Source: an optimization exercise on an open RTL-to-GDS flow (aim: small area, a short achievable clock period and few clock cycles per item). Production flows keep margins and buffers that such runs may drop. Only simulation tests tie the RTL to the original design; equivalence was not proved.

## flow/design.v

```verilog
package mulDivOpPkg;
  typedef enum logic [2:0] {
    opMul    = 3'b000,
    opMulh   = 3'b001,
    opMulhsu = 3'b010,
    opMulhu  = 3'b011,
    opDiv    = 3'b100,
    opDivu   = 3'b101,
    opRem    = 3'b110,
    opRemu   = 3'b111
  } opCodeT;
  function automatic logic isDivOp(input logic [2:0] op);
    isDivOp = op[2];
  endfunction
  function automatic logic lOpSigned(input logic [2:0] op);
    lOpSigned = (op == 3'b001) || (op == 3'b100) || (op == 3'b110);
  endfunction
  function automatic logic rOpSigned(input logic [2:0] op);
    rOpSigned = (op == 3'b001) || (op == 3'b010) || (op == 3'b100) || (op == 3'b110);
  endfunction
  function automatic logic wantsHigh(input logic [2:0] op);
    wantsHigh = (op == 3'b001) || (op == 3'b010) || (op == 3'b011);
  endfunction
  function automatic logic wantsRemainder(input logic [2:0] op);
    wantsRemainder = (op == 3'b110) || (op == 3'b111);
  endfunction
endpackage
package mulDivCtrlPkg;
  typedef enum logic [1:0] {
    stIdle,
    stBusy,
    stOffer,
    stRelease
  } stageStateT;
  typedef enum logic [1:0] {
    kIdle,
    kRun,
    kDone
  } kernelStateT;
endpackage
`timescale 1ns/1ps
module mulDivUnit
#(
  parameter int dataWidth = 32
) (
  input  logic                 clk,
  input  logic                 rstN,
  input  logic                 inReq,
  output logic                 inAck,
  input  logic [2:0]           opCode,
  input  logic [dataWidth-1:0] lOp,
  input  logic [dataWidth-1:0] rOp,
  output logic                 outReq,
  input  logic                 outAck,
  output logic [dataWidth-1:0] result,
  output logic                 divByZero,
  output logic                 divOverflow
);
  localparam int W = 37;
  logic sMul, sPrep, sAl, sIt, sFin;
  logic oAckQ;
  logic [2:0] op;
  logic [33:0] A;       
  logic [33:0] H;       
  logic [31:0] L;       
  logic negN;           
  logic offR;           
  logic [5:0] cnt;      
  logic [5:0] clzA, clzH;  
  logic [5:0] itc;      
  logic zf;             
  logic negRes;
  logic dzR;
  logic ovR;
  logic b0one, b0two, b0neg, b1one, b1two, b1neg;
  logic isIdle;
  assign isIdle = !(sMul || sPrep || sAl || sIt || sFin);
  logic lastMul, lastIt, finishing, outFree, loadPorts, capture;
  assign lastMul = sMul && zf;
  assign lastIt = sIt && zf && !op[1] && !negRes;
  assign finishing = lastMul || lastIt || sFin;
  assign outFree = !outReq && !oAckQ;
  assign loadPorts = isIdle || (finishing && outFree);
  assign capture = loadPorts && inReq && !inAck;
  logic negD;
  assign negD = A[33];
  logic [W-1:0] aExt, a2Ext;
  assign aExt = {{(W-34){A[33]}}, A};
  assign a2Ext = {aExt[W-2:0], 1'b0};
  logic [W-1:0] in0, in1, in2, pp1;
  assign in1 = ((b0one ? aExt : '0) | (b0two ? a2Ext : '0)) ^ {W{b0neg}};
  assign pp1 = ((b1one ? aExt : '0) | (b1two ? a2Ext : '0)) ^ {W{b1neg}};
  assign in2 = {pp1[W-3:0], b1neg, b1neg};
  assign in0 = {{(W-34){H[33]}}, H};
  logic c0, cin;
  assign c0 = b0neg;
  assign cin = (sMul && b1neg) || (sFin && op[1] && offR);
  logic [W-1:0] csaS, csaC, sum;
  assign csaS = in0 ^ in1 ^ in2;
  assign csaC = {(in0[W-2:0] & in1[W-2:0]) | (in0[W-2:0] & in2[W-2:0]) | (in1[W-2:0] & in2[W-2:0]), c0};
  logic [W:0] sumX;
  assign sumX = {csaS, 1'b1} + {csaC, cin};
  assign sum = sumX[W:1];
  logic q;
  assign q = sum[W-1] ^ !negN;
  function automatic logic [2:0] booth(input logic [2:0] b);
    booth[2] = b[1] ^ b[0];
    booth[1] = (b[2] & ~b[1] & ~b[0]) | (~b[2] & b[1] & b[0]);
    booth[0] = b[2];
  endfunction
  function automatic logic [5:0] clz32(input logic [31:0] v);
    clz32 = 6'd32;
    for (int i = 0; i < 32; i++) begin
      if (v[i]) clz32 = 6'(31 - i);
    end
  endfunction
  logic [6:0] sh;
  assign sh = {1'b0, clzA} + {6'd0, negN} - {1'b0, clzH};
  logic dzV, ovV;
  assign dzV = clzA[5] && !negD;
  assign ovV = negN && negD && clzA[5] && (H[30:0] == 31'd0);
  logic divOpP, negNP, negDP;
  assign divOpP = opCode[2];
  assign negNP = ((opCode == 3'd4) || (opCode == 3'd6)) && rOp[31];
  assign negDP = ((opCode == 3'd4) || (opCode == 3'd6)) && lOp[31];
  logic [31:0] res;
  always_comb begin
    if (sIt) res = {L[30:0], q};
    else if (sFin || (op == 3'd3)) res = sum[31:0];
    else if (op == 3'd0) res = {sum[3:0], L[31:4]};
    else res = sum[35:4];
  end
  logic cntBig, cntLast;
  assign cntBig = (cnt[5:2] != 4'd0);
  assign cntLast = cntBig ? (cnt == 6'd4) : (cnt == 6'd1);
  always_ff @(posedge clk) begin
    if (!rstN) begin
      sMul <= 1'b0;
      sPrep <= 1'b0;
      sAl <= 1'b0;
      sIt <= 1'b0;
      sFin <= 1'b0;
      inAck <= 1'b0;
      outReq <= 1'b0;
      oAckQ <= 1'b0;
    end else begin
      oAckQ <= outAck;
      if (capture) begin
        inAck <= 1'b1;
      end else if (!inReq) begin
        inAck <= 1'b0;
      end
      if (finishing && outFree) begin
        outReq <= 1'b1;
      end else if (outAck) begin
        outReq <= 1'b0;
      end
      if (loadPorts) begin
        sMul <= capture && !divOpP;
        sPrep <= capture && divOpP;
        sAl <= 1'b0;
        sIt <= 1'b0;
        sFin <= 1'b0;
      end else if (sPrep) begin
        sPrep <= 1'b0;
        sFin <= dzV || sh[6];
        sIt <= !dzV && (sh == 7'd0);
        sAl <= !dzV && !sh[6] && (sh != 7'd0);
      end else if (sAl) begin
        if (cntLast) begin
          sAl <= 1'b0;
          sIt <= 1'b1;
        end
      end else if (sIt && !lastIt) begin
        if (zf) begin
          sIt <= 1'b0;
          sFin <= 1'b1;
        end
      end
    end
  end
  always_ff @(posedge clk) begin
    if (finishing && outFree) begin
      result <= res;
      divByZero <= dzR;
      divOverflow <= ovR;
    end
    if (loadPorts) begin
      op <= opCode;
      A <= {{2{mulDivOpPkg::lOpSigned(opCode) && lOp[31]}}, lOp};
      L <= rOp;
      H <= !divOpP ? '0 : {{2{negNP}}, rOp};
      negN <= divOpP && negNP;
      offR <= 1'b0;
      itc <= (opCode == 3'd3) ? 6'd8 : 6'd7;
      zf <= 1'b0;
      clzA <= clz32(negDP ? ~lOp : lOp);
      clzH <= clz32(negNP ? ~rOp : rOp);
      dzR <= 1'b0;
      ovR <= 1'b0;
      {b0one, b0two, b0neg} <= booth({rOp[1:0], 1'b0});
      {b1one, b1two, b1neg} <= booth(rOp[3:1]);
    end else if (sMul) begin
      if (!zf) begin
        H <= {sum[W-1], sum[W-1:4]};
        L <= {sum[3:0], L[31:4]};
        itc <= itc - 6'd1;
        zf <= (itc == 6'd1);
        if ((itc == 6'd1) && (op == 3'd3)) begin
          {b0one, b0two, b0neg} <= booth({2'b00, L[3]});
          {b1one, b1two, b1neg} <= 3'b000;
        end else begin
          {b0one, b0two, b0neg} <= booth(L[5:3]);
          {b1one, b1two, b1neg} <= booth(L[7:5]);
        end
      end
    end else if (sPrep) begin
      L <= 32'd0;
      cnt <= sh[5:0];
      itc <= sh[5:0];
      zf <= (sh == 7'd0);
      negRes <= op[1] ? negN : (negN ^ negD);
      dzR <= dzV;
      ovR <= ovV;
      if (dzV || sh[6]) begin
        if (!op[1]) begin
          A <= {34{dzV}};
          H <= '0;
        end
        {b0one, b0two, b0neg} <= {!op[1], 1'b0, 1'b0};
        {b1one, b1two, b1neg} <= 3'b000;
      end else begin
        {b0one, b0two, b0neg} <= {(sh == 7'd0), 1'b0, !(negN ^ negD)};
        {b1one, b1two, b1neg} <= {1'b0, 1'b0, negN};
      end
    end else if (sAl) begin
      if (cntBig) begin
        A <= {A[29:0], 4'd0};
        cnt <= cnt - 6'd4;
      end else begin
        A <= {A[32:0], 1'b0};
        cnt <= cnt - 6'd1;
      end
      b0one <= cntLast;
    end else if (sIt && !lastIt) begin
      L <= {L[30:0], q};
      offR <= negN;
      {b1one, b1two, b1neg} <= 3'b000;
      itc <= itc - 6'd1;
      zf <= (itc == 6'd1);
      if (zf && !op[1]) begin
        A <= {2'b00, L[30:0], q};
        H <= '0;
        {b0one, b0two, b0neg} <= 3'b101;
      end else begin
        H <= sum[33:0];
        if (zf) begin
          b0one <= !q;
          b0neg <= negN ^ negD;
        end else begin
          A <= {A[33], A[33:1]};
          b0neg <= !((negN ? q : !q) ^ negD);
        end
      end
    end
  end
endmodule
```

## flow/flow/run.sh

```bash
#!/bin/bash
cp standard.sh standard_sh_copy.log
export BUFFER_PORTS_ARGS="-buffer_cell sky130_fd_sc_hd__buf_2"
bash standard.sh > standard.log 2>&1
```

## flow/standard.sh

```bash
#!/bin/bash
# synth_recipe.tcl (not shown) runs the flow's synth.tcl, then flattens the netlist and writes it again
# the make line also repeats each setting of config.mk as NAME=value (left out here)
make -C /OpenROAD-flow-scripts/flow DESIGN_CONFIG=/design/flow/config.mk WORK_HOME=/design/flow/orfs CLKGATE_MAP_FILE= SYNTH_SCRIPT=/design/flow/synth_recipe.tcl "${@:-finish}"
```

## flow/config.mk

```make
export PLATFORM = sky130hd
export DESIGN_NAME = mulDivUnit
export DESIGN_NICKNAME = mulDivUnit
export VERILOG_FILES = /design/flow/design.v
export SDC_FILE = /design/flow/constraint.sdc
export NUM_CORES = 4
export LEC_CHECK = 0
export ABC_AREA = 1
export CAP_MARGIN = 20
export CORE_MARGIN = 2
export CORE_UTILIZATION = 40
export SETUP_SLACK_MARGIN = 0.3
export SLEW_MARGIN = 20
```

## flow/constraint.sdc

```tcl
create_clock -name core_clock -period 5.0 [get_ports {clk}]
set_input_delay 1.0000 -clock core_clock [delete_from_list [all_inputs] [get_ports {clk}]]
set_output_delay 1.0000 -clock core_clock [all_outputs]
set_load 0.01 [all_outputs]
```

==> summary.md, run 1 <==
| Metric | Value |
|---|---|
| Distinct cells, synth | 65 |
| Data required time of the worst path | between 5 and 6 ns |
| Total CTS buffers | 17 |
| Worst min-delay path class | flip-flop to flip-flop |
| DP Worst Slack | -0.231 ns |
| Clock Skews | ~0.017 ns |
| Worst-Margin Slew | approximately 1 ns |
| # setup viols final | 0 |
| GRT Util Overall | 0.286 |
| Minimum setup slack among reg-to-reg paths | ~0.42 ns |
| Synth Flop Type | edfxtp_1 |
| Nets | around 2200 |
| Die Ht | ~200 um |
| Worst setup margin | between 0.4 and 0.5 ns |
| Final TNS setup | 0 ns |
| Grt total ovfl | 0 |
| Post-Route WL | a little under 60000 um |
| Status | finished clean |
| Die area | 40200 um2 |
| Final slew viol count | 0 |
| Cell Area, Synth | approximately 15000 um2 |
| Detailed Routing Iterations Pass 1 | 9 |
| RSZ-0062 raised after global routing | true |
| #FFs+latches synth | 181 |
| Via count | between 15000 and 20000 |
| Clock slew at reported path FFs | ~0.080 ns |
| Worst setup SP type | flip-flop |
| CP startpoint | b1one |
| Period utilisation layout | 0.916 |
| Iteration-0 DRC Markers | between 1500 and 2000 |
| Gpl congestion | ~1.0 |
| Syn avg cell area | 7.99 um2 |
| Commonest non-fill, non-tap cell in the layout | nand2_1 |
| Slew margin rel. | 0.330 |
| Initial antenna violation count | 3 |
| F_max | roughly 220 MHz |
| Ys Warns | 1 |
| H-tree levels | 4 |
| Via-to-Cell Ratio | ~5.9 |
| CP Capture Type | flip-flop |
| Proportion of layout cells with a drive suffix above 1 | 0.176 |
| Drc violations | 0 |
| Number of global-route vias before repair | around 14000 |
| FF-to-FF path depth | 26 |
| Critical path class | flip-flop to flip-flop |
| FFs w/ async S/R, synth | 0 |
| CTS tree | yes |
| Worst reg2reg path endpoint | result[29] |
| Core Area | roughly 38000 um2 |
| Maxcap violations | 0 |
| Area growth from synthesis to layout | 18.5% |
| DP Wirelength | 45400 um |
| Final Critical Period | around 4.6 ns |
| Row count | 71 |
| Clk sinks | between 150 and 200 |
| First-pass GRT wire length | between 80000 and 90000 um |
| Final Hold Viols | 0 |
| Antenna Nets Post-Route | 0 |
| Critical Path Sink | result[29] |
| WP data arrival | 4.78 ns |
| DR WL/cell | approximately 23 um |
| Initial Utilization | 0.408 |
| Most frequent cells in the layout | nand2_1, inv_1, edfxtp_1, nor2_1, xor2_1 |
| Critical R2R Launch | b1one |
| Seq/Total Area, Yosys | 0.344 |
| IO Pins | about 110 |
| CTS root buffer | clkbuf_16 |
| Die width | between 200 and 250 um |
| Syn_nets | ~2100 |
| Number of synthesized flops with an enable pin | roughly 170 |
| Port bufs | ~110 |
| Skew-Pair Late Insertion Delay | around 0.47 ns |
| Critical path fanouts, max | 7 |
| Largest net degree at the start of global routing | 63 |
| Cells after synthesis | between 1500 and 2000 |
| Clk buf depth | 2 |
-- cell usage after synthesis, types with 3 or more instances --
cell | count | area share
nand2_1 | 386 | 0.094
inv_1 | 234 | 0.057
edfxtp_1 | 169 | 0.33
nor2_1 | 162 | 0.039
xor2_1 | 149 | 0.085
a21oi_1 | 121 | 0.039
o22ai_1 | 98 | 0.040
o21ai_0 | 79 | 0.026
a31oi_1 | 70 | 0.028
clkbuf_1 | 64 | 0.016
ha_1 | 57 | 0.046
o221ai_1 | 54 | 0.031
nand3_1 | 40 | 0.013
fa_1 | 38 | 0.049
o211ai_1 | 23 | 0.011
nand4_1 | 17 | 0.0069
nor3_1 | 15 | 0.0049
xnor2_1 | 15 | 0.0085
buf_2 | 14 | 0.0045
buf_1 | 13 | 0.0032
dfxtp_1 | 12 | 0.016
nor4_1 | 10 | 0.0041
o21ai_1 | 9 | 0.0029
or2_2 | 7 | 0.0028
a21o_1 | 6 | 0.0029
a22oi_1 | 6 | 0.0029
inv_2 | 5 | 0.0012
a211oi_1 | 4 | 0.0019
o31ai_1 | 4 | 0.0019
a21boi_0 | 3 | 0.0015
a221oi_1 | 3 | 0.0017
buf_6 | 3 | 0.0022
clkinv_1 | 3 | 0.00073
o21bai_1 | 3 | 0.0015
-- sequential cells by signal, summed over array words and instances (netlist names), 6 cells and up --
register / cells
result: 32
cnt: 6
L: 32
itc: 6
H: 34
clzH: 6
A: 34
clzA: 6
-- final cells by class --
class / count / area (um2)
antenna: 2 / 5.00
clock inverter: 15 / 149
clock buffer: 17 / 425
inverter: 242 / 918
timing repair buffer: 184 / 1200
multi-input combinational: 1413 / 9640
fill: 3731 / 19500
tap: 511 / 639
timing repair inverter: 2 / 12.5
sequential: 181 / 5320
-- how the worst min path moves through the flow --
stage,start,end,cells after the start
4_1_cts,ovR,divOverflow,0
5_1_grt,ovR,divOverflow,0
6_report,dzR,divByZero,0
3_5_place_dp,ovR,divOverflow,0
2_1_floorplan,ovR,divOverflow,0
3_3_place_gp,ovR,divOverflow,0
-- timing repair --
| item | in CTS | in global routing |
|---|---|---|
| hold buffers | 0 | 0 |
| resized for setup | 15 | 131 |
| cloned | 1 | 2 |
| endpoints found under the setup margin | 35 | 29 |
| pin swaps | 3 | 57 |
| buffers inserted | 3 | 25 |
-- logic make-up (layout without fill, tap and decap cells) --
group,Yosys count,count (layout),synth area share
flip-flops,181,181,0.344
buffers and inverters,339,460,0.0870
XOR/XNOR,167,167,0.0969
AND/OR/NAND/NOR,648,648,0.171
other,0,2,0
AO/OA/AOI/OAI,503,503,0.205
adder cells (fa/ha/maj),95,95,0.0954
-- worst max-delay path, stage by stage, from the launching register on --
cell	delay, ns
edfxtp_1	0.57
clkinv_4	0.24
o22ai_4	0.21
xor2_2	0.10
fa_1	0.60
ha_4	0.23
a21oi_1	0.18
o21ai_2	0.11
nand2_1	0.07
o211ai_1	0.13
nand3_1	0.16
o2111ai_2	0.15
a21oi_2	0.18
inv_2	0.07
nand2_1	0.07
nand2_2	0.06
inv_1	0.10
o21ai_4	0.09
nand2_2	0.09
nand2_2	0.06
nand2_1	0.07
nand2_1	0.08
xnor2_1	0.18
buf_4	0.18
nand2_1	0.07
a21oi_2	0.18
a21oi_2	0.07
-- stage by stage --
stage	utilization	cells	hold slack, ns	cell area, um2
final	0.484	2567	0.462	18300
after global routing	0.484	2565	0.470	18300
after CTS	0.458	2537	0.463	17300
after detailed placement	0.440	2501	0.446	16700
after floorplan	-	1933	0.409	15500
after global placement	0.440	2501	0.438	16700
-- layer usage --
layer	share of wire	GRT usage	vias up
met4	0.025	0.0860	2
met5	0.00015	0	-
met2	0.45	0.443	885
met1	0.43	0.406	7218
li1	-	-	6935
met3	0.097	0.0515	96
Testbench counts, summed over its fixed seeds: cycles 17,171, items 2,048.
==> run 2: changes to the inputs <==
--- a/flow/design.v
+++ b/flow/design.v
@@ -99,7 +99,19 @@
   assign csaS = in0 ^ in1 ^ in2;
   assign csaC = {(in0[W-2:0] & in1[W-2:0]) | (in0[W-2:0] & in2[W-2:0]) | (in1[W-2:0] & in2[W-2:0]), c0};
-  logic [W:0] sumX;
-  assign sumX = {csaS, 1'b1} + {csaC, cin};
-  assign sum = sumX[W:1];
+  logic [W:0] pg, pp, gg;
+  always_comb begin
+    pg = {csaS & csaC, cin};
+    pp = {csaS ^ csaC, 1'b0};
+    gg = pg;
+    for (int l = 0; l < 6; l++) begin
+      for (int i = W; i >= 0; i--) begin
+        if (((i >> l) & 1) == 1) begin
+          gg[i] = gg[i] | (pp[i] & gg[((i >> l) << l) - 1]);
+          pp[i] = pp[i] & pp[((i >> l) << l) - 1];
+        end
+      end
+    end
+  end
+  assign sum = (csaS ^ csaC) ^ gg[W-1:0];
   logic q;
   assign q = sum[W-1] ^ !negN;
==> summary.md, run 2 <==
| Metric | Value |
|---|---|
| First-pass GRT wire length | 79000 um (-9.5%) |
| Adder and majority cell fraction of the synthesized area | 0.105 (+0.00965) |
| Slew margin rel. | 0.280 (-0.0502) |
| Finished Layout Cells | 2354 (-8.3%) |
| Iteration-0 DRC Markers | 1874 (-2.4%) |
| Die width | 197 um (-1.9%) |
| Clock Skews | 0.0164 ns (-0.000260 ns) |
| Clock slew at reported path FFs | 0.08 ns (about the same) |
| Grt total ovfl | 0 (unchanged) |
| Drc violations | 0 (unchanged) |
| Worst-Margin Slew | 1.08 ns (+0.0724 ns) |
| RSZ-0062 raised after global routing | true |
| Dpl cells | 2304 (-7.9%) |
| Worst setup margin | 0.478 ns (+0.0561 ns) |
| Main area contributors after synthesis | edfxtp_1, xor2_1, nand2_1, fa_1, inv_1 |
| Initial antenna violation count | 3 (unchanged) |
| Clk buf depth | 2 (unchanged) |
| Ys Warns | 1 (unchanged) |
| Final Cell Area | 16800 um2 (-8.0%) |
| Final TNS setup | 0 ns (unchanged) |
| Skew-Pair Late Insertion Delay | 0.45 ns (-0.02 ns) |
| Clk sinks | 181 (unchanged) |
| Via count | 13900 (-8.5%) |
| Hold WS | 0.439 ns (-0.0233 ns) |
| Commonest cells in the netlist | nand2_1, inv_1, edfxtp_1, xor2_1, nor2_1 |
| Antenna Nets Post-Route | 0 (unchanged) |
| Via-to-Cell Ratio | 5.89 (-0.19%) |
| GRT Util Overall | 0.270 (-0.0156) |
| Fill cells | 3631 (-2.7%) |
| Final Critical Period | 4.52 ns (-0.0561 ns) |
| Number of synthesized flops with an enable pin | 169 (unchanged) |
| Mux cell area share after synthesis | 0 (unchanged) |
| Period utilisation layout | 0.904 (-0.0112) |
| Post-Synth XOR/XNOR Area | 0.0920 (-0.00486) |
| H-tree levels | 4 (unchanged) |
| Area growth from synthesis to layout | 13.4% |
| Critical path class | flip-flop to flip-flop |
| Worst setup SP type | flip-flop |
| Cell Area, Placed | 15900 um2 (-4.2%) |
| Critical path fanouts, max | 5 (-2) |
| Nets | 2043 (-7.4%) |
| Total CTS buffers | 17 (unchanged) |
| Count leader, synth | nand2_1 |
| # setup viols final | 0 (unchanged) |
| IO Pins | 107 (unchanged) |
| Largest regs | A x34, H x34 |
| Area occupied by multi-input gates | 8460 um2 (-12%) |
| Status | finished clean |
| WP data arrival | 4.69 ns (-0.09 ns) |
| Die area | 38700 um2 (-3.7%) |
| GR Util met3 | 0.0548 (+0.00330) |
| Final slew viol count | 0 (unchanged) |
| DR WL/cell | 22.4 um (-3.5%) |
| Syn avg cell area | 8.31 um2 (+4.0%) |
| CP Capture Type | flip-flop |
| Hold_buf cts | 0 (unchanged) |
| Die Ht | 197 um (-1.9%) |
| Post-synthesis compound-gate area fraction | 0.210 (+0.00461) |
| Top Usage Layer GRT | met1 |
| Maxcap violations | 0 (unchanged) |
| Seq/Total Area, Yosys | 0.358 (+0.0135) |
| Number of global-route vias before repair | 13200 (-6.3%) |
| CTS tree | yes |
| #FFs+latches synth | 181 (unchanged) |
| Port bufs | 106 (unchanged) |
| Synth Flop Type | edfxtp_1 |
| Post-Route WL | 52700 um (-11%) |
| Worst min-delay path class | flip-flop to flip-flop |
| Detailed Routing Iterations Pass 1 | 6 (-3) |
| Simple-gate share of the synthesized area | 0.149 (-0.0223) |
| DP Wirelength | 40000 um (-12%) |
| Largest family of logic cells by synthesized area | compound AO/OA/AOI/OAI gates |
| Proportion of layout cells with a drive suffix above 1 | 0.134 (-0.0416) |
| Area leader, netlist | edfxtp_1 |
| Largest net degree at the start of global routing | 63 (unchanged) |
| F_max | 221 MHz (+1.2%) |
| Row count | 70 (-1.4%) |
| Data required time of the worst path | 5.17 ns (-0.03 ns) |
| GRT met1 Usage | 0.413 (+0.00685) |
| Core Area | 36600 um2 (-3.3%) |
| Yosys top cell area share | 0.342 (+0.0129) |
| Register area | 5320 um2 (unchanged) |
| Global Route met2 Usage | 0.383 (-0.0593) |
| Gpl congestion | 0.957 (-5.0%) |
| Syn_nets | 1959 (-6.7%) |
| Distinct cells, synth | 55 (-15%) |
| CTS root buffer | clkbuf_16 |
| Final core occ | 0.460 (-0.0235) |
| Final Hold Viols | 0 (unchanged) |
| Cells after synthesis | 1789 (-7.4%) |
| FFs w/ async S/R, synth | 0 (unchanged) |
| Commonest non-fill, non-tap cell in the layout | nand2_1 |
| Ant diodes | 0 (-2) |
| Initial Utilization | 0.406 (-0.00221) |
| Most frequent cells in the layout | nand2_1, inv_1, edfxtp_1, xor2_1, nor2_1 |
| DP Worst Slack | 0.428 ns (+0.659 ns) |
| Cell Area, Synth | 14900 um2 (-3.8%) |
[run 2: cell types whose count changed in the layout (fill, tap and decap cells not counted), moves of 11 or more]
cell / before / now
ha_4: 20 / 3
ha_1: 37 / 53
a22oi_1: 6 / 37
o21ai_0: 77 / 109
xor2_2: 15 / 2
o22ai_1: 80 / 68
nor2_1: 149 / 131
buf_4: 71 / 46
nand2_1: 368 / 303
a21oi_1: 111 / 100
o211ai_1: 23 / 9
[run 2: layout make-up]
class                      instances  area share
timing repair inverter             1    0.000446
clock buffer                      19      0.0257
clock inverter                    13     0.00891
timing repair buffer             158      0.0597
sequential                       181       0.316
inverter                         234      0.0526
tap                              468      0.0348
multi-input combinational       1280       0.502
[run 2: repair_timing]
item                                    4_1_cts  5_1_grt
buffers inserted                              0       15
resized for setup                             0       26
endpoints found under the setup margin        0       17
[run 2: kinds of logic after synthesis]
| kind of cell | after synthesis |
|---|---|
| AOI/OAI and AO/OA | 490 |
| buffers and inverters | 328 |
| xor gates and xnor gates | 154 |
| adders and majority gates | 99 |
| DFF | 181 |
| and+or+nand+nor | 537 |
[run 2: worst paths after layout]
kind                      end  slack, ns  start  cells after the start
setup / recovery   result[12]       0.48   A[1]                     22
hold / removal    divOverflow       0.44    ovR                      0
setup reg to reg   result[12]       0.48   A[1]                     22
hold reg to reg   divOverflow       0.44    ovR                      0
[run 2: worst max-delay path, cell delays in order (launching register included)]
cell and delay, ns:
edfxtp_1 0.44, inv_1 0.22, o22ai_2 0.13, xnor2_2 0.15, fa_1 0.52, inv_1 0.05, ha_1 0.27, nand2_1 0.06
nand2_1 0.06, a21oi_2 0.21, o21ai_2 0.08, nand2_2 0.07, nand2_2 0.06, nand2_2 0.06, nand2_2 0.09, a21boi_4 0.22
o21ai_4 0.12, buf_4 0.16, fa_1 0.45, xnor2_2 0.38, a21oi_1 0.12, o21ai_0 0.13, a31oi_1 0.16
[run 2: metal layers]
metal	vias up	routed length [um]
met4	4	1330
met1	6597	24100
met5	-	18
met3	84	5200
met2	749	22000
li1	6420	-
Testbench counts of run 2, summed over its fixed seeds: cycles 17,171, items 2,048.
==> run 3: changes to the inputs <==
--- a/flow/config.mk
+++ b/flow/config.mk
@@ -10,4 +10,4 @@
 export CORE_MARGIN = 2
 export CORE_UTILIZATION = 40
-export SETUP_SLACK_MARGIN = 0.3
+export SETUP_SLACK_MARGIN = 0.1
 export SLEW_MARGIN = 20
==> summary.md, run 3 <==
| Metric | Value |
|---|---|
| Status | finished clean |
| Final Hold Viols | 0 (unchanged) |
| WP data arrival | 4.79 ns (+0.10 ns) |
| Critical path fanouts, max | 33 (+28) |
| Number of global-route vias before repair | 12900 (-1.6%) |
| Slowest CP cell | fa_1 |
| # setup viols final | 0 (unchanged) |
| GRT Util Overall | 0.266 (-0.00407) |
| CTS tree | yes |
| Nets | 2025 (-0.88%) |
| Critical path class | flip-flop to flip-flop |
| IO Pins | 107 (unchanged) |
| Hold WS | 0.433 ns (-0.00589 ns) |
| Die width | 197 um (unchanged) |
| FFs w/ async S/R, synth | 0 (unchanged) |
| Skew-Pair Late Insertion Delay | 0.46 ns (about the same) |
| Syn_nets | 1959 (unchanged) |
| Final TNS setup | 0 ns (unchanged) |
| Core Area | 36600 um2 (unchanged) |
| Finished Layout Cells | 2337 (-0.72%) |
| #FFs+latches synth | 181 (unchanged) |
| Yosys top cell area share | 0.342 (unchanged) |
| F_max | 217 MHz (-2.1%) |
| Fill cells | 3694 (+1.7%) |
| Total CTS buffers | 17 (unchanged) |
| Detailed Routing Iterations Pass 1 | 5 (-1) |
| Worst-Margin Slew | 1.06 ns (-0.0157 ns) |
| Die Ht | 197 um (unchanged) |
| First-pass GRT wire length | 77800 um (-1.5%) |
| Number of synthesized flops with an enable pin | 169 (unchanged) |
| Seq/Total Area, Yosys | 0.358 (unchanged) |
| Initial Utilization | 0.406 (unchanged) |
| Clk buf depth | 2 (unchanged) |
| Final Critical Period | 4.62 ns (+0.0954 ns) |
| Antenna Nets Post-Route | 0 (unchanged) |
| Slew margin rel. | 0.291 (+0.0105) |
| Final Cell Area | 16500 um2 (-2.0%) |
| Synth Flop Type | edfxtp_1 |
| Clock Skews | 0.0170 ns (+0.000625 ns) |
| Commonest cells in the netlist | nand2_1, inv_1, edfxtp_1, xor2_1, nor2_1 |
| Data required time of the worst path | 5.17 ns (about the same) |
| DR WL/cell | 22.2 um (-0.95%) |
| Worst min-delay path class | flip-flop to flip-flop |
| Cell Area, Synth | 14900 um2 (unchanged) |
| Area growth from synthesis to layout | 11.1% |
| Commonest non-fill, non-tap cell in the layout | nand2_1 |
| Gpl congestion | 0.984 (+2.8%) |
| Post-CTS setup buffer count | 0 (unchanged) |
| Initial antenna violation count | 0 (-3) |
| Post-Route WL | 51800 um (-1.7%) |
| Grt total ovfl | 0 (unchanged) |
| Largest regs | A x34, H x34 |
| Cell Area, Placed | 15900 um2 (about the same) |
| Final slew viol count | 0 (unchanged) |
| Ys Warns | 1 (unchanged) |
| Worst setup SP type | flip-flop |
| Die area | 38700 um2 (unchanged) |
| Clk sinks | 181 (unchanged) |
| Port bufs | 106 (unchanged) |
| Dpl cells | 2303 (-0.043%) |
| CTS root buffer | clkbuf_16 |
| Most frequent cells in the layout | nand2_1, inv_1, edfxtp_1, xor2_1, nor2_1 |
| Syn avg cell area | 8.31 um2 (unchanged) |
| Distinct cells, synth | 55 (unchanged) |
| RSZ-0062 raised after global routing | false |
| Cells after synthesis | 1789 (unchanged) |
| Largest net degree at the start of global routing | 63 (unchanged) |
| Drc violations | 0 (unchanged) |
| Via-to-Cell Ratio | 5.92 (+0.65%) |
| Most frequent cell on the critical path | nand2_2 |
| Area leader, netlist | edfxtp_1 |
| Clock slew at reported path FFs | 0.08 ns (about the same) |
| CP max stage delay | 0.55 ns (+0.03 ns) |
| Crit-path cells | inv_1 -> buf_12 -> o22ai_2 -> xnor2_1 -> fa_1 -> inv_1 -> ha_1 -> nand2_1 -> nand2_1 -> a21oi_2 -> o21ai_2 -> nand2_2 -> nand2_2 -> nand2_2 -> nand2_2 -> a21boi_4 -> o21ai_4 -> fa_1 -> xnor2_1 -> a21oi_1 -> o21ai_0 -> a31oi_1 |
| Period utilisation layout | 0.923 (+0.0191) |
| Main area contributors after synthesis | edfxtp_1, xor2_1, nand2_1, fa_1, inv_1 |
| DP Wirelength | 39900 um (-0.33%) |
| Count leader, synth | nand2_1 |
| Via count | 13800 (-0.079%) |
| Proportion of layout cells with a drive suffix above 1 | 0.114 (-0.0201) |
| CP Capture Type | flip-flop |
| Row count | 70 (unchanged) |
| Maxcap violations | 0 (unchanged) |
| Iteration-0 DRC Markers | 1801 (-3.9%) |
| H-tree levels | 4 (unchanged) |
run 3: changes by cell type in the layout (fill, tap and decap cells not counted), moves of 3 or more:
cell	delta
inv_6	+3
o22ai_2	-3
ha_4	-3
xnor2_1	+4
buf_4	-16
clkinvlp_4	-3
o22ai_1	+3
inv_1	+5
xnor2_2	-4
ha_1	+3
inv_2	-3
run 3: logic make-up after synthesis:
logic type                 after synthesis  share of synthesized area
DFF                                    181                      0.358
adders and majority gates               99                      0.105
and+or+nand+nor                        537                      0.149
buffers and inverters                  328                     0.0864
xor gates and xnor gates               154                     0.0920
AOI/OAI and AO/OA                      490                      0.210
run 3: path summary, 6_finish.rpt:
path | from | end | slack, ns | depth (start not counted)
setup / recovery | b0one | result[12] | 0.38 | 22
hold / removal | dzR | divByZero | 0.43 | 0
setup reg to reg | b0one | result[12] | 0.38 | 22
hold reg to reg | dzR | divByZero | 0.43 | 0
run 3: stage by stage:
| step | setup slack, ns | utilization |
|---|---|---|
| floorplan | 0.293 | - |
| global placement | 0.456 | 0.435 |
| detailed placement | 0.364 | 0.435 |
| CTS | 0.361 | 0.450 |
| global route | 0.132 | 0.451 |
| finish | 0.383 | 0.451 |
run 3: metal layers:
metal	routed length [um]	GRT usage	vias up
met2	22100	0.401	759
met4	730	0.0501	0
li1	-	-	6384
met1	23900	0.401	6648
met5	0	0	-
met3	5130	0.0469	52
run 3: critical path: cells and delay by family (launching register included):
| family | cells | cell delay [ns] |
|---|---|---|
| simple gates | 6 | 0.41 |
| compound gates | 8 | 1.15 |
| xor+xnor | 2 | 0.71 |
| flops | 1 | 0.41 |
| buf+inv | 3 | 0.35 |
| fa+ha+maj | 3 | 1.27 |
run 3: layout make-up:
| type | instances | area (um2) | share of cell area |
|---|---|---|---|
| clock buffers | 18 | 429 | 0.0260 |
| well taps | 468 | 586 | 0.0355 |
| repair buffers | 141 | 851 | 0.0515 |
| clock inverters | 14 | 115 | 0.00697 |
| multi-input cells | 1280 | 8330 | 0.505 |
| flip-flops and latches | 181 | 5320 | 0.322 |
| diodes | 1 | 2.50 | 0.000152 |
| inverters | 234 | 878 | 0.0532 |
run 3: repair_timing:
item                       CTS  global route
setup endpoints to repair    0             2
resized for setup            0             1
hold buffers                 0             0
==> run 4: changes to the inputs <==
--- a/flow/config.mk
+++ b/flow/config.mk
@@ -10,4 +10,4 @@
 export CORE_MARGIN = 2
 export CORE_UTILIZATION = 40
-export SETUP_SLACK_MARGIN = 0.1
+export SETUP_SLACK_MARGIN = 0.6
 export SLEW_MARGIN = 20
==> summary.md, run 4 <==
| Metric | Value |
|---|---|
| Initial Utilization | 0.406 (unchanged) |
| CP startpoint | b1one |
| Worst-Margin Slew | 1.04 ns (-0.0204 ns) |
| # setup viols final | 0 (unchanged) |
| CP max stage delay | 0.50 ns (-0.05 ns) |
| FFs w/ async S/R, synth | 0 (unchanged) |
| Clock Skews | 0.0142 ns (-0.00283 ns) |
| Crit-path cells | clkinvlp_4 -> buf_4 -> o22ai_1 -> xor2_1 -> fa_1 -> ha_4 -> a21oi_1 -> inv_1 -> nand2_1 -> a21oi_1 -> nor2_1 -> a21boi_4 -> o21ai_4 -> a21oi_4 -> o21ai_4 -> fa_2 -> inv_2 -> nor2_1 -> o221ai_1 -> o21ai_0 |
| DP Worst Slack | 0.384 ns (+0.0199 ns) |
| Gpl congestion | 0.932 (-5.3%) |
| Fill cells | 3546 (-4.0%) |
| Final Critical Period | 4.45 ns (-0.169 ns) |
| Nets | 2063 (+1.9%) |
| Largest regs | A x34, H x34 |
| Grt total ovfl | 0 (unchanged) |
| IO Pins | 107 (unchanged) |
| Slew margin rel. | 0.304 (+0.0136) |
| Clk sinks | 181 (unchanged) |
| Detailed Routing Iterations Pass 1 | 6 (+1) |
| RSZ-0062 raised after global routing | true |
| Drc violations | 0 (unchanged) |
| Critical path class | flip-flop to flip-flop |
| Proportion of layout cells with a drive suffix above 1 | 0.166 (+0.0523) |
| Final slew viol count | 0 (unchanged) |
| Post-Route WL | 52900 um (+2.0%) |
| WP data arrival | 4.64 ns (-0.15 ns) |
| DP Wirelength | 39700 um (-0.51%) |
| Critical R2R Launch | b1one |
| Initial antenna violation count | 1 (+1) |
| Period utilisation layout | 0.890 (-0.0338) |
| F_max | 225 MHz (+3.8%) |
| Skew-Pair Late Insertion Delay | 0.48 ns (+0.02 ns) |
| Worst reg2reg path endpoint | result[27] |
| Total CTS buffers | 17 (unchanged) |
| Iteration-0 DRC Markers | 1742 (-3.3%) |
| CTS tree | yes |
| Final Cell Area | 17200 um2 (+4.2%) |
| Worst min-delay path class | flip-flop to flip-flop |
| Final TNS setup | 0 ns (unchanged) |
| Antenna Nets Post-Route | 0 (unchanged) |
| Number of global-route vias before repair | 13100 (+0.89%) |
| Data required time of the worst path | 5.19 ns (+0.02 ns) |
| Most frequent cells in the layout | nand2_1, inv_1, edfxtp_1, xor2_1, nor2_1 |
| Row count | 70 (unchanged) |
| Final core occ | 0.470 (+0.0190) |
| Hold_buf cts | 0 (unchanged) |
| Clock slew at reported path FFs | 0.08 ns (about the same) |
| Ant diodes | 0 (-1) |
| Count leader, synth | nand2_1 |
| Via count | 14000 (+1.4%) |
| Syn avg cell area | 8.31 um2 (unchanged) |
| Largest net degree at the start of global routing | 63 (unchanged) |
| Die Ht | 197 um (unchanged) |
| CTS root buffer | clkbuf_16 |
| Critical path fanouts, max | 6 (-82%) |
| #FFs+latches synth | 181 (unchanged) |
| Cells after synthesis | 1789 (unchanged) |
| Final Hold Viols | 0 (unchanged) |
| Status | finished clean |
| Port bufs | 106 (unchanged) |
| Main area contributors after synthesis | edfxtp_1, xor2_1, nand2_1, fa_1, inv_1 |
| Ys Warns | 1 (unchanged) |
| Yosys top cell area share | 0.342 (unchanged) |
| Commonest non-fill, non-tap cell in the layout | nand2_1 |
| Critical Path Sink | result[27] |
| FF-to-FF path depth | 20 (-9.1%) |
| Die area | 38700 um2 (unchanged) |
| Minimum setup slack among reg-to-reg paths | 0.55 ns (+0.17 ns) |
| Via-to-Cell Ratio | 5.91 (-0.16%) |
| DR WL/cell | 22.3 um (+0.41%) |
| Synth Flop Type | edfxtp_1 |
| Cell Area, Placed | 15900 um2 (unchanged) |
| Die width | 197 um (unchanged) |
| Cell Area, Synth | 14900 um2 (unchanged) |
| Clk buf depth | 2 (unchanged) |
| Area leader, netlist | edfxtp_1 |
| Distinct cells, synth | 55 (unchanged) |
| Syn_nets | 1959 (unchanged) |
| GRT Util Overall | 0.268 (+0.00177) |
| Commonest cells in the netlist | nand2_1, inv_1, edfxtp_1, xor2_1, nor2_1 |
| Slowest CP cell | fa_2 |
| Worst setup SP type | flip-flop |
| First-pass GRT wire length | 78100 um (+0.35%) |
| Core Area | 36600 um2 (unchanged) |
| Maxcap violations | 0 (unchanged) |
| CP Capture Type | flip-flop |
| Seq/Total Area, Yosys | 0.358 (unchanged) |
| Number of synthesized flops with an enable pin | 169 (unchanged) |
| Area growth from synthesis to layout | 15.8% |
| H-tree levels | 4 (unchanged) |
| Worst setup margin | 0.552 ns (+0.169 ns) |
## run 4: how the worst min path moves through the flow
stage / from / to / slack (ns) / cells past startpoint
2_1_floorplan: ovR / divOverflow / 0.41 / 0
3_5_place_dp: dzR / divByZero / 0.42 / 0
5_1_grt: ovR / divOverflow / 0.47 / 0
4_1_cts: ovR / divOverflow / 0.44 / 0
3_3_place_gp: ovR / divOverflow / 0.41 / 0
6_report: ovR / divOverflow / 0.44 / 0
## run 4: stage by stage
step,std cells,hold WS [ns]
2_1_floorplan,1789,0.409
3_3_place_gp,2303,0.414
3_5_place_dp,2303,0.423
4_1_cts,2346,0.445
5_1_grt,2374,0.469
6_report,2374,0.439
## run 4: what timing repair did
action                                  CTS  global route
buffers inserted                          9            26
resized for setup                        11            76
gates cloned                              2             2
endpoints found under the hold margin     0             0
pin swaps                                 5            41
endpoints found under the setup margin   18            45
## run 4: cells by family after synthesis
logic type / count (synthesis) / synth area share
and+or+nand+nor: 537 / 0.149
AOI/OAI and AO/OA: 490 / 0.210
buffers and inverters: 328 / 0.0864
DFF: 181 / 0.358
xor gates and xnor gates: 154 / 0.0920
adders and majority gates: 99 / 0.105
## run 4: cell type report
class	count	area, um2	share of cell area
repair inverters	2	12.5	0.000727
flip-flops and latches	181	5320	0.309
inverters	234	888	0.0516
well taps	468	586	0.0340
repair buffers	177	1180	0.0688
clock inverters	15	118	0.00684
multi-input cells	1280	8680	0.504
clock buffers	17	425	0.0247
## run 4: routing by layer
metal,global-route usage,vias to the layer above,routed length [um],share of wire
li1,-,6468,-,-
met1,0.404,6796,24300,0.46
met2,0.394,684,22600,0.43
met3,0.0477,91,4650,0.088
met4,0.0679,0,1270,0.024
met5,0,-,0,0
## run 4: worst max-delay path, delay by kind of cell (launching register included)
kind,cells,cell delay (ns)
simple gates,3,0.16
flops,1,0.45
xor+xnor,1,0.25
fa+ha+maj,3,1.27
compound gates,9,1.44
buf+inv,4,0.59
==> run 5: changes to the inputs <==
--- a/flow/config.mk
+++ b/flow/config.mk
@@ -6,8 +6,8 @@
 export NUM_CORES = 4
 export LEC_CHECK = 0
-export ABC_AREA = 1
+export ABC_CLOCK_PERIOD_IN_PS = 4000
 export CAP_MARGIN = 20
 export CORE_MARGIN = 2
 export CORE_UTILIZATION = 40
-export SETUP_SLACK_MARGIN = 0.6
+export SETUP_SLACK_MARGIN = 0.5
 export SLEW_MARGIN = 20
==> summary.md, run 5 <==
| Metric | Value |
|---|---|
| Syn avg cell area | 8.45 um2 (+1.7%) |
| Skew-Pair Late Insertion Delay | 0.47 ns (about the same) |
| Final slew viol count | 0 (unchanged) |
| #FFs+latches synth | 181 (unchanged) |
| CTS tree | yes |
| GRT Util Overall | 0.289 (+0.0218) |
| Gpl congestion | 0.953 (+2.3%) |
| RSZ-0062 raised after global routing | true |
| Slowest CP cell | edfxtp_1 |
| Number of global-route vias before repair | 14300 (+9.8%) |
| Syn_nets | 2023 (+3.3%) |
| Nets | 2074 (+0.53%) |
| Largest regs | A x34, H x34 |
| Critical path class | flip-flop to flip-flop |
| Synth Flop Type | edfxtp_1 |
| Main area contributors after synthesis | edfxtp_1, nand2_1, a21oi_1, xnor2_1, fa_1 |
| Hold_buf cts | 0 (unchanged) |
| Die Ht | 202 um (+2.6%) |
| Dpl cells | 2387 (+3.6%) |
| Worst min-delay path class | flip-flop to flip-flop |
| Core Area | 38600 um2 (+5.6%) |
| Hold depth | 0 (unchanged) |
| Initial Utilization | 0.405 (-0.000833) |
| Post-Route WL | 59500 um (+13%) |
| Commonest cells in the netlist | nand2_1, a21oi_1, edfxtp_1, nor2_1, clkbuf_1 |
| Row count | 72 (+2.9%) |
| Ys Warns | 1 (unchanged) |
| Finished Layout Cells | 2435 (+2.6%) |
| Antenna Nets Post-Route | 0 (unchanged) |
| Most frequent cells in the layout | nand2_1, a21oi_1, edfxtp_1, nor2_1, buf_2 |
| Iteration-0 DRC Markers | 1838 (+5.5%) |
| Final Critical Period | 4.38 ns (-0.0694 ns) |
| Ant diodes | 0 (unchanged) |
| CP Depth | 18 (-10%) |
| Seq/Total Area, Yosys | 0.340 (-0.0182) |
| Die area | 40700 um2 (+5.2%) |
| Proportion of layout cells with a drive suffix above 1 | 0.151 (-0.0156) |
| FFs w/ async S/R, synth | 0 (unchanged) |
| DP Wirelength | 44600 um (+12%) |
| Die width | 202 um (+2.6%) |
| Final TNS setup | 0 ns (unchanged) |
| Maxcap violations | 0 (unchanged) |
| Via-to-Cell Ratio | 6.24 (+5.6%) |
| Total CTS buffers | 17 (unchanged) |
| # setup viols final | 0 (unchanged) |
| FF-to-FF path depth | 18 (-10%) |
| Via count | 15200 (+8.3%) |
| Count leader, synth | nand2_1 |
| Number of synthesized flops with an enable pin | 169 (unchanged) |
| Largest net degree at the start of global routing | 57 (-9.5%) |
| Period utilisation layout | 0.876 (-0.0139) |
| Buf+Inv Stages, Crit Path | 3 (-1) |
| CTS root buffer | clkbuf_16 |
| Cell Area, Synth | 15700 um2 (+5.3%) |
| CP max stage delay | 0.56 ns (+0.06 ns) |
| Clock Skews | 0.0195 ns (+0.00537 ns) |
| Commonest non-fill, non-tap cell in the layout | nand2_1 |
| Clock slew at reported path FFs | 0.09 ns (about the same) |
| Yosys top cell area share | 0.324 (-0.0173) |
| Slew margin rel. | 0.259 (-0.0453) |
| Area leader, netlist | edfxtp_1 |
| Cells after synthesis | 1853 (+3.6%) |
| Final Hold Viols | 0 (unchanged) |
| CP Capture Type | flip-flop |
| DR WL/cell | 24.4 um (+9.7%) |
| Status | finished clean |
| Distinct cells, synth | 82 (+49%) |
| WP data arrival | 4.61 ns (-0.03 ns) |
| Grt total ovfl | 0 (unchanged) |
| Worst-Margin Slew | 1.11 ns (+0.0706 ns) |
| Fill cells | 3841 (+8.3%) |
| Detailed Routing Iterations Pass 1 | 5 (-1) |
| Crit-path cells | buf_4 -> buf_4 -> a22oi_2 -> xnor2_2 -> fa_2 -> ha_1 -> o21a_1 -> o21ai_2 -> or3_1 -> a21boi_2 -> nor2_1 -> inv_1 -> fa_1 -> xnor2_2 -> nand2_1 -> o211ai_1 -> o21ai_0 -> mux2_2 |
| Data required time of the worst path | 5.23 ns (+0.04 ns) |
| Worst setup SP type | flip-flop |
| Drc violations | 0 (unchanged) |
| Clk buf depth | 2 (unchanged) |
| Cell family with most CP delay | adder cells |
| F_max | 228 MHz (+1.6%) |
| Clk sinks | 181 (unchanged) |
| First-pass GRT wire length | 89500 um (+15%) |
| Initial antenna violation count | 1 (unchanged) |
| Critical path fanouts, max | 8 (+2) |
| Area growth from synthesis to layout | 13.9% |
| IO Pins | 107 (unchanged) |
| Port bufs | 106 (unchanged) |
| H-tree levels | 4 (unchanged) |
==> run 5: cell types whose count changed in the layout (fill, tap and decap cells not counted), sizes merged, moves of 66 or more <==
cell,previous run,this run
a22oi,37,107
inv,237,73
a21oi,105,198
o22ai,72,6
xnor2,13,100
xor2,141,12
==> run 5: path summary, 6_finish.rpt <==
kind | start | endpoint | slack [ns]
worst max-delay path | b1two | result[12] | 0.62
worst min-delay path | dzR | divByZero | 0.44
worst max register to register | b1two | result[12] | 0.62
worst min register to register | dzR | divByZero | 0.44
==> run 5: worst register-to-register path: stages, from the launching register on <==
cell and delay (ns):
edfxtp_1 0.56, buf_4 0.22, buf_4 0.13, a22oi_2 0.15, xnor2_2 0.16, fa_2 0.47
ha_1 0.33, o21a_1 0.14, o21ai_2 0.20, or3_1 0.22, a21boi_2 0.09, nor2_1 0.09
inv_1 0.07, fa_1 0.47, xnor2_2 0.30, nand2_1 0.09, o211ai_1 0.10, o21ai_0 0.10
mux2_2 0.28
==> run 5: final cells by class <==
type | instances | area, um2 | area share
Tap cell | 518 | 648 | 0.0363
Clock inverter | 12 | 108 | 0.00603
Clock buffer | 20 | 457 | 0.0256
Inverter | 63 | 236 | 0.0133
Timing Repair Buffer | 170 | 1090 | 0.0612
Sequential cell | 181 | 5320 | 0.298
Multi-Input combinational cell | 1471 | 9980 | 0.559
==> run 5: kinds of logic after synthesis <==
family | Yosys count | share of synthesized area
and+or+nand+nor | 649 | 0.189
buffers and inverters | 201 | 0.0491
AOI/OAI and AO/OA | 598 | 0.250
DFF | 181 | 0.340
muxes | 12 | 0.00807
xor gates and xnor gates | 113 | 0.0642
adders and majority gates | 99 | 0.0998
==> run 5: per-layer routing <==
layer,vias to the layer above,share of wire,GRT usage,wire [um]
met5,-,0,0,0
met2,812,0.46,0.454,27300
met1,7352,0.41,0.387,24200
li1,6910,-,-,-
met4,0,0.049,0.144,2940
met3,127,0.085,0.0493,5080
==> run 5: what timing repair did <==
action | 4_1_cts | 5_1_grt
resized for setup | 13 | 52
setup buffers | 8 | 6
pin swaps | 2 | 23
cloned | 0 | 1
endpoints found under the setup margin | 17 | 32
==> run 5: metrics by stage <==
stage / setup WS [ns] / instance area, um2 / util / hold slack, ns
3_5_place_dp: 0.171 / 16800 / 0.434 / 0.420
4_1_cts: 0.493 / 17500 / 0.452 / 0.442
2_1_floorplan: 0.515 / 15700 / - / 0.408
5_1_grt: 0.458 / 17800 / 0.461 / 0.454
6_report: 0.621 / 17800 / 0.461 / 0.442
3_3_place_gp: 0.289 / 16800 / 0.434 / 0.413
==> run 6: changes to the inputs <==
--- a/flow/config.mk
+++ b/flow/config.mk
@@ -6,8 +6,9 @@
 export NUM_CORES = 4
 export LEC_CHECK = 0
-export ABC_CLOCK_PERIOD_IN_PS = 4000
+export ABC_AREA = 1
 export CAP_MARGIN = 20
 export CORE_MARGIN = 2
 export CORE_UTILIZATION = 40
-export SETUP_SLACK_MARGIN = 0.5
+export CTS_BUF_LIST = sky130_fd_sc_hd__clkbuf_8
+export SETUP_SLACK_MARGIN = 0.3
 export SLEW_MARGIN = 20
==> summary.md, run 6 <==
| Metric | Value |
|---|---|
| Status | finished clean |
| Via-to-Cell Ratio | 5.89 (-5.6%) |
| Ant diodes | 0 (unchanged) |
| F_max | 224 MHz (-1.9%) |
| Cells after synthesis | 1789 (-3.5%) |
| RSZ-0062 raised after global routing | true |
| CTS root buffer | clkbuf_8 |
| Iteration-0 DRC Markers | 1865 (+1.5%) |
| Cell Area, Synth | 14900 um2 (-5.1%) |
| Critical path fanouts, max | 5 (-3) |
| Port bufs | 106 (unchanged) |
| Worst-Margin Slew | 1.11 ns (-0.00101 ns) |
| Detailed Routing Iterations Pass 1 | 6 (+1) |
| First-pass GRT wire length | 78800 um (-12%) |
| Largest net degree at the start of global routing | 63 (+11%) |
| Distinct cells, synth | 55 (-33%) |
| FF-to-FF path depth | 27 (+9) |
| Clock slew at reported path FFs | 0.10 ns (about the same) |
| Slew margin rel. | 0.258 (-0.00126) |
| Final Cell Area | 16700 um2 (-6.5%) |
| Initial antenna violation count | 3 (+2) |
| Core Area | 36600 um2 (-5.3%) |
| CTS tree | yes |
| Syn avg cell area | 8.31 um2 (-1.7%) |
| Minimum setup slack among reg-to-reg paths | 0.54 ns (-0.08 ns) |
| FFs w/ async S/R, synth | 0 (unchanged) |
| CP startpoint | b1one |
| Hold_buf cts | 0 (unchanged) |
| Proportion of layout cells with a drive suffix above 1 | 0.138 (-0.0129) |
| Commonest cells in the netlist | nand2_1, inv_1, edfxtp_1, xor2_1, nor2_1 |
| GRT Util Overall | 0.270 (-0.0198) |
| Main area contributors after synthesis | edfxtp_1, xor2_1, nand2_1, fa_1, inv_1 |
| Final Critical Period | 4.46 ns (+0.0831 ns) |
| DR WL/cell | 22.4 um (-8.5%) |
| Clock Skews | 0.0170 ns (-0.00255 ns) |
| Yosys top cell area share | 0.342 (+0.0173) |
| Maxcap violations | 0 (unchanged) |
| Post-Route WL | 52600 um (-12%) |
| Gpl congestion | 0.957 (+0.43%) |
| Ys Warns | 1 (unchanged) |
| Worst min-delay path class | flip-flop to flip-flop |
| Period utilisation layout | 0.892 (+0.0166) |
| Final slew viol count | 0 (unchanged) |
| Area leader, netlist | edfxtp_1 |
| Nets | 2043 (-1.5%) |
| Most frequent cells in the layout | nand2_1, inv_1, edfxtp_1, xor2_1, nor2_1 |
| Count leader, synth | nand2_1 |
| Largest regs | A x34, H x34 |
| Area growth from synthesis to layout | 12.2% |
| IO Pins | 107 (unchanged) |
| DP Wirelength | 40000 um (-10%) |
| Clk buf depth | 2 (unchanged) |
| Hold WS | 0.443 ns (+0.000664 ns) |
| Critical Path Sink | b0one |
| Skew-Pair Late Insertion Delay | 0.49 ns (+0.02 ns) |
| # setup viols final | 0 (unchanged) |
| Final Hold Viols | 0 (unchanged) |
| Drc violations | 0 (unchanged) |
| Initial Utilization | 0.406 (+0.000833) |
| Critical R2R Launch | b1one |
| Row count | 70 (-2.8%) |
| Number of global-route vias before repair | 13200 (-8.2%) |
| Final TNS setup | 0 ns (unchanged) |
| Total CTS buffers | 17 (unchanged) |
| Cell Area, Placed | 15900 um2 (-4.8%) |
| Syn_nets | 1959 (-3.2%) |
| Number of synthesized flops with an enable pin | 169 (unchanged) |
| Die area | 38700 um2 (-5.0%) |
| Die Ht | 197 um (-2.5%) |
| #FFs+latches synth | 181 (unchanged) |
| H-tree levels | 4 (unchanged) |
| WP data arrival | 4.72 ns (+0.11 ns) |
| CP Capture Type | flip-flop |
| Synth Flop Type | edfxtp_1 |
| Commonest non-fill, non-tap cell in the layout | nand2_1 |
| Via count | 13900 (-8.8%) |
| Worst reg2reg path endpoint | b0one |
| Antenna Nets Post-Route | 0 (unchanged) |
| Seq/Total Area, Yosys | 0.358 (+0.0182) |
| Critical path class | flip-flop to flip-flop |
| Fill cells | 3659 (-4.7%) |
| Worst setup SP type | flip-flop |
| Grt total ovfl | 0 (unchanged) |
| Die width | 197 um (-2.5%) |
| Clk sinks | 181 (unchanged) |
| Data required time of the worst path | 5.25 ns (+0.02 ns) |
## run 6: changes by cell type after synthesis, moves of 40 or more
cell,delta
a21oi_1,-95
nor3_1,-53
xnor2_1,-87
xor2_1,+128
a31oi_1,+42
o221ai_1,+47
clkbuf_1,-52
o22ai_1,+66
a22oi_1,-70
nand2_1,+40
inv_1,+164
## run 6: repair_timing
action	in CTS	in global routing
setup buffers	0	15
resized for setup	0	33
endpoints found under the setup margin	0	18
## run 6: cell families after synthesis
logic type               synth area share
adder cells (fa/ha/maj)             0.105
AO/OA/AOI/OAI                       0.210
flip-flops                          0.358
buffers and inverters              0.0864
AND/OR/NAND/NOR                     0.149
XOR/XNOR                           0.0920
## run 6: worst min-delay path by stage
| stage | start | end | cells past startpoint |
|---|---|---|---|
| floorplan | ovR | divOverflow | 0 |
| global placement | ovR | divOverflow | 0 |
| detailed placement | ovR | divOverflow | 0 |
| CTS | ovR | divOverflow | 0 |
| global route | dzR | divByZero | 0 |
| finish | ovR | divOverflow | 0 |
## run 6: final cells by class
type                    instances  area (um2)  share of cell area
clock buffers                  17         234              0.0140
multi-input cells            1280        8490               0.509
clock inverters                15         158             0.00945
well taps                     468         586              0.0351
flip-flops and latches        181        5320               0.319
repair inverters                1        5.00            0.000300
inverters                     234         886              0.0531
repair buffers                158        1000              0.0602
## run 6: layer usage
layer,up-vias,share of wire,track usage
met2,733,0.42,0.383
li1,6416,-,-
met4,4,0.025,0.0713
met3,86,0.098,0.0589
met5,-,0.00034,0
met1,6628,0.46,0.411
## run 6: through the flow
stage	instances	worst slack [ns]	util
global placement	2304	0.504	0.436
global route	2354	0.285	0.456
finish	2354	0.538	0.456
floorplan	1789	0.481	-
CTS	2336	0.414	0.446
detailed placement	2304	0.428	0.436
## run 6: critical path, cell delays in order (launching register included)
cell,delay [ns]
edfxtp_1,0.50
clkinvlp_4,0.25
buf_4,0.19
o22ai_1,0.20
xor2_1,0.24
fa_1,0.50
ha_4,0.26
a21oi_1,0.12
inv_1,0.06
nand2_1,0.05
a21oi_1,0.05
nor2_1,0.08
inv_1,0.07
a221oi_2,0.22
inv_1,0.12
a21oi_4,0.20
o21ai_2,0.11
nand2_1,0.08
nand2_1,0.07
or2_1,0.22
nand2_2,0.12
inv_2,0.06
nand2_2,0.10
nand4_1,0.09
o211ai_1,0.09
nand2_1,0.07
nand2_1,0.05
nand2_1,0.05
==> run 7: changes to the inputs <==
--- a/flow/design.v
+++ b/flow/design.v
@@ -59,5 +59,4 @@
   localparam int W = 37;
   logic sMul, sPrep, sAl, sIt, sFin;
-  logic oAckQ;
   logic [2:0] op;
   logic [33:0] A;       
@@ -80,5 +79,5 @@
   assign lastIt = sIt && zf && !op[1] && !negRes;
   assign finishing = lastMul || lastIt || sFin;
-  assign outFree = !outReq && !oAckQ;
+  assign outFree = !outReq && !outAck;
   assign loadPorts = isIdle || (finishing && outFree);
   assign capture = loadPorts && inReq && !inAck;
@@ -155,7 +154,5 @@
       inAck <= 1'b0;
       outReq <= 1'b0;
-      oAckQ <= 1'b0;
     end else begin
-      oAckQ <= outAck;
       if (capture) begin
         inAck <= 1'b1;
==> summary.md, run 7 <==
| Metric | Value |
|---|---|
| Status | finished clean |
| FF-to-FF path depth | 22 (-19%) |
| Ys Warns | 1 (unchanged) |
| CP Capture Type | flip-flop |
| CTS tree | yes |
| CP max stage delay | 0.59 ns (+0.09 ns) |
| Clk buf depth | 2 (unchanged) |
| Count leader, synth | nand2_1 |
| Worst reg2reg path endpoint | result[12] |
| Distinct cells, synth | 59 (+7.3%) |
| Seq/Total Area, Yosys | 0.356 (-0.00162) |
| Clk sinks | 180 (-0.55%) |
| Core Area | 36600 um2 (unchanged) |
| Largest net degree at the start of global routing | 66 (+4.8%) |
| Die width | 197 um (about the same) |
| First-pass GRT wire length | 77500 um (-1.8%) |
| WP data arrival | 4.76 ns (+0.04 ns) |
| CP startpoint | b0two |
| Worst setup margin | 0.472 ns (-0.0662 ns) |
| Grt total ovfl | 0 (unchanged) |
| DP Worst Slack | 0.379 ns (-0.0489 ns) |
| Main area contributors after synthesis | edfxtp_1, xor2_1, nand2_1, inv_1, fa_1 |
| Final Hold Viols | 0 (unchanged) |
| Clock slew at reported path FFs | 0.10 ns (about the same) |
| Final Critical Period | 4.53 ns (+0.0662 ns) |
| Critical R2R Launch | b0two |
| Data required time of the worst path | 5.23 ns (-0.02 ns) |
| Minimum setup slack among reg-to-reg paths | 0.47 ns (-0.07 ns) |
| Detailed Routing Iterations Pass 1 | 6 (unchanged) |
| Initial Utilization | 0.406 (about the same) |
| Synth Flop Type | edfxtp_1 |
| Antenna Nets Post-Route | 0 (unchanged) |
| Buf+Inv Stages, Crit Path | 3 (-3) |
| Die area | 38700 um2 (about the same) |
| Most frequent cell on the critical path | nand2_1 |
| Period utilisation layout | 0.906 (+0.0132) |
| Cell Area, Synth | 14900 um2 (about the same) |
| Commonest cells in the netlist | nand2_1, inv_1, edfxtp_1, xor2_1, nor2_1 |
| #FFs+latches synth | 180 (-0.55%) |
| Final slew viol count | 0 (unchanged) |
| F_max | 221 MHz (-1.5%) |
| Fill cells | 3620 (-1.1%) |
| Crit-path cells | clkinvlp_4 -> o22ai_4 -> xnor2_2 -> fa_1 -> inv_1 -> ha_1 -> nand2_1 -> nand2_1 -> a21oi_2 -> o21ai_2 -> nand2_1 -> nand2_2 -> nand2_1 -> nand2_2 -> a21boi_4 -> o21ai_4 -> buf_4 -> fa_1 -> xnor2_2 -> a21oi_1 -> o21ai_0 -> a31oi_1 |
| Maxcap violations | 0 (unchanged) |
| Drc violations | 0 (unchanged) |
| Register area | 5300 um2 (-0.38%) |
| IO Pins | 107 (unchanged) |
| Slew margin rel. | 0.251 (-0.00714) |
| Total CTS buffers | 17 (unchanged) |
| Initial antenna violation count | 2 (-1) |
| GRT Util Overall | 0.265 (-0.00442) |
| Worst-Margin Slew | 1.12 ns (+0.0136 ns) |
| Yosys top cell area share | 0.341 (about the same) |
| Critical Path Sink | result[12] |
| Skew-Pair Late Insertion Delay | 0.50 ns (about the same) |
| CP Depth | 22 (-19%) |
| Worst min-delay path class | flip-flop to flip-flop |
| Clock Skews | 0.0232 ns (+0.00621 ns) |
| Gpl congestion | 0.976 (+2.0%) |
| Syn_nets | 1971 (+0.61%) |
| Final TNS setup | 0 ns (unchanged) |
| Syn avg cell area | 8.26 um2 (-0.59%) |
| Via count | 13900 (+0.050%) |
| Area growth from synthesis to layout | 11.3% |
| Nets | 2042 (-0.049%) |
| H-tree levels | 4 (unchanged) |
| Proportion of layout cells with a drive suffix above 1 | 0.124 (-0.0143) |
| Commonest non-fill, non-tap cell in the layout | nand2_1 |
| Post-Route WL | 52100 um (-0.98%) |
| Worst setup SP type | flip-flop |
| Die Ht | 197 um (about the same) |
| Cell family with most CP delay | adder cells |
| Area occupied by multi-input gates | 8460 um2 (-0.40%) |
| Most frequent cells in the layout | nand2_1, inv_1, edfxtp_1, xor2_1, nor2_1 |
| Number of global-route vias before repair | 12900 (-1.7%) |
| Critical path fanouts, max | 7 (+2) |
| Slowest CP cell | fa_1 |
| Area leader, netlist | edfxtp_1 |
| Port bufs | 106 (unchanged) |
| DP Wirelength | 39900 um (-0.38%) |
| Via-to-Cell Ratio | 5.89 (about the same) |
| CTS root buffer | clkbuf_8 |
| # setup viols final | 0 (unchanged) |
| Row count | 70 (unchanged) |
| DR WL/cell | 22.1 um (-1.0%) |
| RSZ-0062 raised after global routing | true |
| Critical path class | flip-flop to flip-flop |
| FFs w/ async S/R, synth | 0 (unchanged) |
| Largest regs | A x34, H x34 |
| Iteration-0 DRC Markers | 2101 (+13%) |
| Number of synthesized flops with an enable pin | 169 (unchanged) |
| Cells after synthesis | 1801 (+0.67%) |
## run 7: logic make-up (layout without fill, tap and decap cells)
logic type,after synthesis,after routing,share of synthesized area
buf+inv,332,416,0.0882
flops,180,180,0.356
simple gates,536,536,0.148
fa+ha+maj,99,99,0.105
xor+xnor,155,155,0.0926
compound gates,499,499,0.210
other cells,0,2,0
## run 7: how the worst min path moves through the flow
stage | endpoint | slack (ns) | startpoint | cells past startpoint
global route | divByZero | 0.46 | dzR | 0
CTS | divByZero | 0.44 | dzR | 0
detailed placement | divByZero | 0.42 | dzR | 0
floorplan | divOverflow | 0.41 | ovR | 0
global placement | divByZero | 0.42 | dzR | 0
finish | divByZero | 0.44 | dzR | 0
## run 7: layout make-up
class                           instances  share of cell area
Antenna cell                            2            0.000302
Clock buffer                           17              0.0141
Clock inverter                         15             0.00945
Inverter                              236              0.0541
Multi-Input combinational cell       1289               0.511
Sequential cell                       180               0.320
Tap cell                              468              0.0354
Timing Repair Buffer                  148              0.0558
## run 7: timing repair
item                                    in CTS  in global routing
endpoints found under the setup margin       0                 33
resized for setup                            0                 27
hold buffers                                 0                  0
buffers inserted                             0                 15
## run 7: per-layer routing
metal  wire length [um]  part of all wire  GRT usage  vias to the layer above
met1              24800              0.47      0.406                     6659
met3               5000             0.096     0.0548                       51
met4                826             0.016     0.0599                        2
met2              21500              0.41      0.381                      747
met5                 13           0.00025          0                        -
li1                   -                 -          -                     6415
## run 7: stage by stage
step	instance area (um2)	util	cells	hold slack, ns
detailed placement	15900	0.434	2306	0.417
global placement	15900	0.433	2305	0.421
finish	16600	0.452	2355	0.439
global route	16500	0.452	2353	0.458
CTS	16300	0.445	2338	0.440
floorplan	14900	-	1801	0.409
Testbench counts of run 7, summed over its fixed seeds: cycles 16,685, items 2,048.

==> separate check: timing with driven ports <==
No port has a modelled driver above. Below, the same layouts with a new extraction and two added sets of constraints. Step 1, drivers: a clkbuf_16 drives clk and a buf_2 each remaining input, both assumed. Step 2 moves the port delays by t, midway between the first and last clock arrival at a register: inputs arrive t later, outputs are due t later. That takes back most of the time a late clock gives input paths. Three values: ideal, step 1, step 2; two values: the first two.
run | shift t [ns] | setup WS [ns] | worst data-port slew with drivers (ns)
run 1 | 0.510 | 0.422 / 0.422 / 0.422 | 0.05
run 2 | 0.499 | 0.478 / 0.478 / 0.478 | 0.05
run 3 | 0.499 | 0.383 / 0.383 / 0.383 | 0.05
run 4 | 0.524 | 0.552 / 0.552 / 0.552 | 0.05
run 5 | 0.516 | 0.621 / 0.621 / 0.621 | 0.05
run 6 | 0.538 | 0.538 / 0.538 / 0.538 | 0.05
run 7 | 0.540 | 0.472 / 0.472 / 0.472 | 0.05
After both steps every run listed still meets setup and hold.
